Context: an optimization exercise on an open-source flow, tuned for small area and a short achievable clock period. The choices shown serve that exercise and are no tape-out recipe.
Only simulation tests tie the RTL to the original design; equivalence was not proved.
The clock port is modelled as an ideal driver; clocking choices that lean on that would not hold on a real chip.
Power and IR drop assume default switching activity.

## fir_out_capture
module fir_out_capture #(
  parameter int DEPTH = 128,
  parameter int IN_W  = 54,
  parameter int OUT_W = 18,
  parameter int SHIFT = 8,
  localparam int ADR_W = $clog2(DEPTH)
) (
  input  logic                    clk,
  input  logic                    rst,
  input  logic                    arm,
  input  logic [ADR_W-1:0]        len,
  input  logic signed [IN_W-1:0]  din,
  input  logic                    din_valid,
  input  logic                    rd_en,
  input  logic [ADR_W-1:0]        rd_adr,
  output logic signed [OUT_W-1:0] rd_data,
  output logic                    rd_valid,
  output logic                    busy,
  output logic                    done,
  output logic                    sat_flag,
  output logic [ADR_W:0]          wr_cnt
);
For scale: about 3900 cells after synthesis, roughly 83000 µm² of cells after synthesis.
==> module fir_out_capture, before the edit <==
module fir_out_capture #(
  parameter int DEPTH = 128,
  parameter int IN_W  = 54,
  parameter int OUT_W = 18,
  parameter int SHIFT = 8,
  localparam int ADR_W = $clog2(DEPTH)
) (
  input  logic                    clk,
  input  logic                    rst,
  input  logic                    arm,
  input  logic [ADR_W-1:0]        len,
  input  logic signed [IN_W-1:0]  din,
  input  logic                    din_valid,
  input  logic                    rd_en,
  input  logic [ADR_W-1:0]        rd_adr,
  output logic signed [OUT_W-1:0] rd_data,
  output logic                    rd_valid,
  output logic                    busy,
  output logic                    done,
  output logic                    sat_flag,
  output logic [ADR_W:0]          wr_cnt
);
  localparam int HI_LO = SHIFT + OUT_W;    
  logic                    busy_q, done_q;
  logic [ADR_W-1:0]        len_q;
  logic [ADR_W:0]          wr_cnt_q;
  logic [ADR_W-1:0]        wa_q;
  logic                    sat_q;
  logic                    vld_p0;
  logic [OUT_W-1:0]        xlo;
  logic                    c, hi1, hi0;
  logic                    carry, in_range, sat;
  logic [OUT_W-1:0]        scaled;
  logic [OUT_W-1:0]        data_p0;
  logic                    sat_p0;
  logic [OUT_W-1:0]        rd_data_q;
  logic                    rd_valid_q;
  logic                    start, last_wr, accept;
  logic [DEPTH*OUT_W-1:0]  mem_q;
  logic [DEPTH-1:0]        wsel, rsel;
  logic [OUT_W-1:0]        rd_word;
  assign xlo      = din[HI_LO-1:SHIFT];
  assign c        = din[SHIFT-1];
  assign hi1      = &din[IN_W-1:HI_LO];
  assign hi0      = ~|din[IN_W-1:HI_LO];
  assign carry    = c & (&xlo[OUT_W-2:0]);
  assign in_range = carry ? hi1 : (hi1 & xlo[OUT_W-1]) | (hi0 & ~xlo[OUT_W-1]);
  assign sat      = ~in_range;
  assign scaled   = sat ? {din[IN_W-1], {(OUT_W-1){~din[IN_W-1]}}} : (xlo + OUT_W'(c));
  assign start   = arm & ~busy_q;
  assign last_wr = vld_p0 & (wa_q == len_q);
  assign accept  = busy_q & din_valid & ~last_wr;
  always_ff @(posedge clk or negedge rst) begin
    if (!rst) begin
      busy_q     <= 1'b0;
      done_q     <= 1'b0;
      len_q      <= '0;
      wr_cnt_q   <= '0;
      sat_q      <= 1'b0;
      vld_p0     <= 1'b0;
      sat_p0     <= 1'b0;
      rd_valid_q <= 1'b0;
    end else begin
      vld_p0 <= accept;
      sat_p0 <= accept & sat;
      if (start) begin
        busy_q   <= 1'b1;
        done_q   <= 1'b0;
        len_q    <= len;
        wr_cnt_q <= '0;
        sat_q    <= 1'b0;
      end else begin
        if (last_wr) begin
          busy_q <= 1'b0;
          done_q <= 1'b1;
        end
        if (vld_p0) wr_cnt_q <= wr_cnt_q + 1'b1;
        sat_q <= sat_q | sat_p0;
      end
      rd_valid_q <= rd_en;
    end
  end
  always_ff @(posedge clk) begin
    data_p0   <= scaled;
    if (start)       wa_q <= '0;
    else if (vld_p0) wa_q <= wa_q + 1'b1;
    rd_data_q <= rd_word;
  end
  always_comb begin
    for (int k = 0; k < DEPTH; k++) begin
      wsel[k] = vld_p0 & (wa_q == ADR_W'(k));
      rsel[k] = (rd_adr == ADR_W'(k));
    end
  end
  always_ff @(posedge clk) begin
    for (int k = 0; k < DEPTH; k++)
      if (wsel[k]) mem_q[k*OUT_W +: OUT_W] <= data_p0;
  end
  localparam int NG3 = DEPTH / 3;
  localparam int NGRP = NG3 + ((DEPTH % 3) != 0 ? 1 : 0);
  logic [OUT_W-1:0]        grp_n [NGRP];
  for (genvar g = 0; g < NG3; g++) begin : g_grp
    for (genvar b = 0; b < OUT_W; b++) begin : g_bit
      fir_out_capture_aoi222 u_aoi (
        .a1(rsel[3*g]),   .a2(mem_q[(3*g)*OUT_W + b]),
        .b1(rsel[3*g+1]), .b2(mem_q[(3*g+1)*OUT_W + b]),
        .c1(rsel[3*g+2]), .c2(mem_q[(3*g+2)*OUT_W + b]),
        .y(grp_n[g][b])
      );
    end
  end
  if (DEPTH % 3 == 2) begin : g_rem2
    for (genvar b = 0; b < OUT_W; b++) begin : g_bit
      fir_out_capture_aoi22 u_aoi (
        .a1(rsel[3*NG3]),   .a2(mem_q[(3*NG3)*OUT_W + b]),
        .b1(rsel[3*NG3+1]), .b2(mem_q[(3*NG3+1)*OUT_W + b]),
        .y(grp_n[NG3][b])
      );
    end
  end else if (DEPTH % 3 == 1) begin : g_rem1
    for (genvar b = 0; b < OUT_W; b++) begin : g_bit
      assign grp_n[NG3][b] = ~(rsel[3*NG3] & mem_q[(3*NG3)*OUT_W + b]);
    end
  end
  always_comb begin
    rd_word = '0;
    for (int g = 0; g < NGRP; g++) rd_word = rd_word | ~grp_n[g];
  end
  assign rd_data  = rd_data_q;
  assign rd_valid = rd_valid_q;
  assign busy     = busy_q;
  assign done     = done_q;
  assign sat_flag = sat_q;
  assign wr_cnt   = wr_cnt_q;
endmodule
==> flow/config.mk <==
export PLATFORM = sky130hd
export DESIGN_NAME = fir_out_capture
export DESIGN_NICKNAME = fir_out_capture
export VERILOG_FILES = /design/flow/design.v
export SDC_FILE = /design/flow/constraint.sdc
export NUM_CORES = 4
export LEC_CHECK = 0
export CAP_MARGIN = 20
export CORE_AREA = 5 5 395 386
export DIE_AREA = 0 0 400 391
export PLACE_DENSITY = 0.7
export SETUP_SLACK_MARGIN = 0.8
export SLEW_MARGIN = 20
export SYNTH_HIERARCHICAL = 1
==> flow/constraint.sdc <==
create_clock -name core_clock -period 3.2 [get_ports {clk}]
set_input_delay 0.6400 -clock core_clock [delete_from_list [all_inputs] [get_ports {clk}]]
set_output_delay 0.6400 -clock core_clock [all_outputs]
set_load 0.01 [all_outputs]
standard.sh (not shown) runs the stock make flow with config.mk's settings and CLKGATE_MAP_FILE= SYNTH_SCRIPT=/design/flow/synth_recipe.tcl, a recipe that flattens the netlist after the stock synthesis.
==> flow/flow/run.sh <==
#!/bin/bash
# Standard ORFS layout (the standard.sh, standard synthesis unchanged) with:
#  - plain buf_2 cells on the ports instead of the delay cells buffer_ports picks;
#  - the buffer's flip-flops and read gates pre-placed as a regular array after the
#    floorplan (place_mem.tcl), with free sites between the columns and the first
#    read-tree levels beside their gates, released after global placement
#    (unfix_mem.tcl);
#  - a clock tree of clkbuf_8 cells over clusters of up to 18 flip-flops, without
#    dummy loads;
#  - the nets from the input ports to their port buffers kept free of hold buffers
#    during the clock tree step's timing repair (pre_cts.tcl, post_cts.tcl).
# The make output goes to flow_make.log; ORFS keeps each step's log under orfs/logs.
set -o pipefail
F=$PWD/flow
bash standard.sh \
  "BUFFER_PORTS_ARGS=-buffer_cell sky130_fd_sc_hd__buf_2" \
  "POST_PDN_TCL=$F/place_mem.tcl" \
  "POST_GLOBAL_PLACE_TCL=$F/unfix_mem.tcl" \
  "PRE_CTS_TCL=$F/pre_cts.tcl" \
  "POST_CTS_TCL=$F/post_cts.tcl" \
  "CTS_ARGS=-sink_clustering_enable -repair_clock_nets -dont_use_dummy_load -buf_list sky130_fd_sc_hd__clkbuf_8 -sink_clustering_size 18 -sink_clustering_max_diameter 45" \
  finish > flow_make.log 2>&1
Other scripts of this flow, unchanged in this note and not shown: flow/flow/place_mem.tcl, flow/flow/post_cts.tcl, flow/flow/pre_cts.tcl, flow/flow/unfix_mem.tcl
Then changed:
--- a/flow/design.v
+++ b/flow/design.v
@@ -25,6 +25,8 @@
   logic [ADR_W-1:0]        len_q;
   logic [ADR_W:0]          wr_cnt_q;
   logic [ADR_W-1:0]        wa_q;
+  logic [7:0]              wlo_q;    
+  logic [DEPTH/8-1:0]      whi_q;    
   logic                    sat_q;
   logic                    vld_p0;
   logic [OUT_W-1:0]        xlo;
@@ -37,7 +39,8 @@
   logic                    rd_valid_q;
   logic                    start, last_wr, accept;
   logic [DEPTH*OUT_W-1:0]  mem_q;
-  logic [DEPTH-1:0]        wsel, rsel;
+  logic [DEPTH-1:0]        wsel;
+  logic [DEPTH-1:0]        rsel_a, rsel_b;
   logic [OUT_W-1:0]        rd_word;
   assign xlo      = din[HI_LO-1:SHIFT];
   assign c        = din[SHIFT-1];
@@ -82,44 +85,56 @@
   end
   always_ff @(posedge clk) begin
     data_p0   <= scaled;
-    if (start)       wa_q <= '0;
-    else if (vld_p0) wa_q <= wa_q + 1'b1;
+    if (start) begin
+      wa_q  <= '0;
+      wlo_q <= 8'd1;
+      whi_q <= (DEPTH/8)'(1);
+    end else if (vld_p0) begin
+      wa_q  <= wa_q + 1'b1;
+      wlo_q <= {wlo_q[6:0], wlo_q[7]};
+      if (wlo_q[7]) whi_q <= {whi_q[DEPTH/8-2:0], whi_q[DEPTH/8-1]};
+    end
     rd_data_q <= rd_word;
   end
   always_comb begin
     for (int k = 0; k < DEPTH; k++) begin
-      wsel[k] = vld_p0 & (wa_q == ADR_W'(k));
-      rsel[k] = (rd_adr == ADR_W'(k));
+      wsel[k] = vld_p0 & wlo_q[k % 8] & whi_q[k / 8];
     end
   end
   always_ff @(posedge clk) begin
     for (int k = 0; k < DEPTH; k++)
       if (wsel[k]) mem_q[k*OUT_W +: OUT_W] <= data_p0;
   end
+  localparam int HALF = OUT_W / 2;
+  fir_out_capture_dec #(.N(DEPTH)) u_rdec_a (.a(rd_adr), .sel(rsel_a));
+  fir_out_capture_dec #(.N(DEPTH)) u_rdec_b (.a(rd_adr), .sel(rsel_b));
   localparam int NG3 = DEPTH / 3;
   localparam int NGRP = NG3 + ((DEPTH % 3) != 0 ? 1 : 0);
   logic [OUT_W-1:0]        grp_n [NGRP];
   for (genvar g = 0; g < NG3; g++) begin : g_grp
     for (genvar b = 0; b < OUT_W; b++) begin : g_bit
+      wire [DEPTH-1:0] rs = (b < HALF) ? rsel_a : rsel_b;
       fir_out_capture_aoi222 u_aoi (
-        .a1(rsel[3*g]),   .a2(mem_q[(3*g)*OUT_W + b]),
-        .b1(rsel[3*g+1]), .b2(mem_q[(3*g+1)*OUT_W + b]),
-        .c1(rsel[3*g+2]), .c2(mem_q[(3*g+2)*OUT_W + b]),
+        .a1(rs[3*g]),   .a2(mem_q[(3*g)*OUT_W + b]),
+        .b1(rs[3*g+1]), .b2(mem_q[(3*g+1)*OUT_W + b]),
+        .c1(rs[3*g+2]), .c2(mem_q[(3*g+2)*OUT_W + b]),
         .y(grp_n[g][b])
       );
     end
   end
   if (DEPTH % 3 == 2) begin : g_rem2
     for (genvar b = 0; b < OUT_W; b++) begin : g_bit
+      wire [DEPTH-1:0] rs = (b < HALF) ? rsel_a : rsel_b;
       fir_out_capture_aoi22 u_aoi (
-        .a1(rsel[3*NG3]),   .a2(mem_q[(3*NG3)*OUT_W + b]),
-        .b1(rsel[3*NG3+1]), .b2(mem_q[(3*NG3+1)*OUT_W + b]),
+        .a1(rs[3*NG3]),   .a2(mem_q[(3*NG3)*OUT_W + b]),
+        .b1(rs[3*NG3+1]), .b2(mem_q[(3*NG3+1)*OUT_W + b]),
         .y(grp_n[NG3][b])
       );
     end
   end else if (DEPTH % 3 == 1) begin : g_rem1
     for (genvar b = 0; b < OUT_W; b++) begin : g_bit
-      assign grp_n[NG3][b] = ~(rsel[3*NG3] & mem_q[(3*NG3)*OUT_W + b]);
+      wire [DEPTH-1:0] rs = (b < HALF) ? rsel_a : rsel_b;
+      assign grp_n[NG3][b] = ~(rs[3*NG3] & mem_q[(3*NG3)*OUT_W + b]);
     end
   end
   always_comb begin
@@ -145,3 +160,14 @@
 );
   assign y = ~((a1 & a2) | (b1 & b2));
 endmodule
+module fir_out_capture_dec #(
+  parameter int N = 128,
+  localparam int W = $clog2(N)
+) (
+  input  logic [W-1:0] a,
+  output logic [N-1:0] sel
+);
+  always_comb begin
+    for (int k = 0; k < N; k++) sel[k] = (a == W'(k));
+  end
+endmodule
Result: Wire length rises by 1.7%; total power rises by 3.3%; worst hold slack got worse by 0.030 ns; core utilization rises by 0.93 points; non-clock buffer count rises by 48; sequential power rises by about 4%; global-route usage rises by 0.50 points; fmax rises by 4.4%; die area does not change; design area rises by 1.5%; combinational power rises by about 6%; via count rises by 4.1%; critical path depth falls by 2.

-- afterwards: timing with drivers on the ports --
No port has a modelled driver above. Below, the same layouts with a new extraction and two added sets of constraints. Step 1, drivers: a clkbuf_16 drives clk and a buf_2 each remaining input, both assumed. Step 2 adds t to the input delays and takes it off the output delays; t is the mean of the earliest and latest rising clock arrival at the registers after step 1. Input paths then give back, and output paths get back, about the clock's delay inside the block. a / b / c = ideal ports / drivers / drivers and shift; a / b = the first two.
| run | t, ns | setup WS [ns] | worst data-port slew with drivers (ns) | pins driven straight from the clock port |
|---|---|---|---|---|
| the first run | 0.916 | 0.662 / 0.701 / -0.215 | 0.37 | 1 |
| the second run | 0.978 | 0.769 / 0.776 / -0.201 | 0.18 | 1 |
Met with ideal ports but missed after step 2: setup timing in the first run and the second run. For the second run, which loses most, drivers alone change the setup slack by +0.007 ns; drivers and shift together by -0.970 ns.
